What follows belongs to an exercise in optimizing a design on an open flow for small area and few clock cycles per item; a production flow would make more cautious choices.
In this exercise RTL edits were held to simulation tests only and were not proved equivalent to the original.

==> inputs of branch nickel <==
Design mycpu_top, start of the top module:
module mycpu_top (
  input  logic        aclk,
  input  logic        rst_n,
  input  logic        inst_valid,
  input  logic [31:0] inst_pc,
  input  logic [31:0] inst_instr,
  output logic        inst_allowin,
  output logic        retire_valid,
  output logic [31:0] retire_pc,
  output logic [3:0]  retire_wen,
  output logic [4:0]  retire_wnum,
  output logic [31:0] retire_wdata,
  input  logic        retire_ready
);
  localparam logic [3:0] A_ADD  = 4'b0000;
  localparam logic [3:0] A_SUB  = 4'b0001;
  localparam logic [3:0] A_SLT  = 4'b0010;
  localparam logic [3:0] A_SLTU = 4'b0011;
  localparam logic [3:0] A_AND  = 4'b0100;
  localparam logic [3:0] A_OR   = 4'b0101;
  localparam logic [3:0] A_XOR  = 4'b0110;
  localparam logic [3:0] A_NOR  = 4'b0111;
  localparam logic [3:0] A_SLL  = 4'b1000;
  localparam logic [3:0] A_SRL  = 4'b1010;
  localparam logic [3:0] A_SRA  = 4'b1011;
  logic [5:0]  f_op;
  logic [5:0]  f_fn;
  logic [15:0] f_imm;
  logic        f_rtype;
  logic        f_ok;
  logic        f_no_rs;
  logic        f_lui;
  logic [3:0]  f_alu;
  logic [4:0]  f_dest;
  logic [4:0]  f_rs;
  logic [4:0]  f_rt;
  logic        f_sub;
  logic [31:0] f_im;
  assign f_op    = inst_instr[31:26];
  assign f_fn    = inst_instr[5:0];
  assign f_imm   = inst_instr[15:0];
  assign f_rtype = (f_op == 6'h00);
  assign f_lui   = (f_op == 6'h0f);
  always_comb begin
    f_ok    = 1'b1;
    f_no_rs = 1'b0;
    f_alu   = A_ADD;
    if (f_rtype) begin
      case (f_fn)
        6'h21: f_alu = A_ADD;
        6'h23: f_alu = A_SUB;
        6'h24:  f_alu = A_AND;
        6'h25:   f_alu = A_OR;
        6'h26:  f_alu = A_XOR;
        6'h27:  f_alu = A_NOR;
        6'h2a:  f_alu = A_SLT;
        6'h2b: f_alu = A_SLTU;
        6'h00: begin
          f_alu   = A_SLL;
          f_no_rs = 1'b1;
        end
        6'h02: begin
          f_alu   = A_SRL;
          f_no_rs = 1'b1;
        end
        6'h03: begin
          f_alu   = A_SRA;
          f_no_rs = 1'b1;
        end
        default: begin
          f_ok  = 1'b0;
          f_alu = 4'bxxxx;
        end
      endcase
    end else begin
      case (f_op)
        6'h09: f_alu = A_ADD;
        6'h0a:  f_alu = A_SLT;
        6'h0b: f_alu = A_SLTU;
        6'h0c:  f_alu = A_AND;
  ...
Settings: LEC_CHECK=0, CAP_MARGIN=20, CORE_MARGIN=2, CORE_UTILIZATION=50, SETUP_SLACK_MARGIN=0.1, SLEW_MARGIN=20, SYNTH_HIERARCHICAL=1; clock period 6.0 ns.
run.sh (not shown) runs the stock make flow with config.mk's settings and CLKGATE_MAP_FILE= SYNTH_SCRIPT=/design/flow/synth_recipe.tcl, a recipe that flattens the netlist after the stock synthesis.
==> branch fjord: changes against branch nickel <==
- CTS_CLUSTER_DIAMETER: not set -> 100
- CTS_CLUSTER_SIZE: not set -> 27
==> out/results.ini <==
[critical_path]
reg2reg_from=sq[97]$_DFF_P_
arrival_ns=4.61

[detailed_routing]
wl_mm=221
wl_per_cell_um=37.9
wl_met2_mm=88.4

[global_route]
antenna_found_initial=6
gr-usage-met3_pct=14.6
grt_pass1_wl_mm=314

[cells_and_area]
syn_to_final_growth_pct=15.5
multi_input_area_share_pct=46.6
final_net_count=4656

[power]
powerComb_uw=1840
seqPwrFrac_pct=56.8

[clocking]
clkLatencyLatePin_ns=0.71
cts_buffers=48

[status]
outcome=finished clean

[timing]
fmax_ghz=0.172

[end of results for branch fjord]
==> out/results.ini <==
[detailed_routing]
wl_mm=223
wl_per_cell_um=37.4
wl_met2_mm=88.5

[cells_and_area]
final_net_count=4722
multi_input_area_share_pct=44.7
syn_to_final_growth_pct=20.3

[clocking]
clkLatencyLatePin_ns=0.74

[timing]
fmax_ghz=0.173

[status]
outcome=finished clean

[power]
powerComb_uw=1850

[critical_path]
reg2reg_from=sq[63]$_DFF_P_

[global_route]
gr-usage-met3_pct=15.0

[end of results for branch nickel]
Testbench counts of branch nickel, summed over its fixed seeds: cycles 16,008, items 16,000.
Testbench counts of branch fjord, summed over its fixed seeds: cycles 16,008, items 16,000.

## separate check: timing with driven ports
The flow's constraints put no driver on any port. The routed layouts listed below were extracted and timed again, unchanged, in two steps. Step 1, drivers: a clkbuf_16 drives aclk and a buf_2 each remaining input, both assumed. Step 2 moves the port delays by t, midway between the first and last clock arrival at a register: inputs arrive t later, outputs are due t later. That takes back most of the time a late clock gives input paths. Three values: ideal ports, drivers, drivers and shift; two values: the first two.
run | t, ns | slack for setup (ns) | worst setup path after step 2 | worst slew at a driven data input, ns | cell pins on the clock port's net
branch nickel | 0.796 | 0.219 / 0.147 / -0.275 | input to register | 0.04 | 1
branch fjord | 0.772 | 0.193 / 0.115 / -0.261 | input to register | 0.04 | 1
Met with ideal ports but missed after step 2: setup timing in branch nickel and branch fjord. For branch nickel, which loses most, drivers alone change the setup slack by -0.072 ns; drivers and shift together by -0.494 ns.
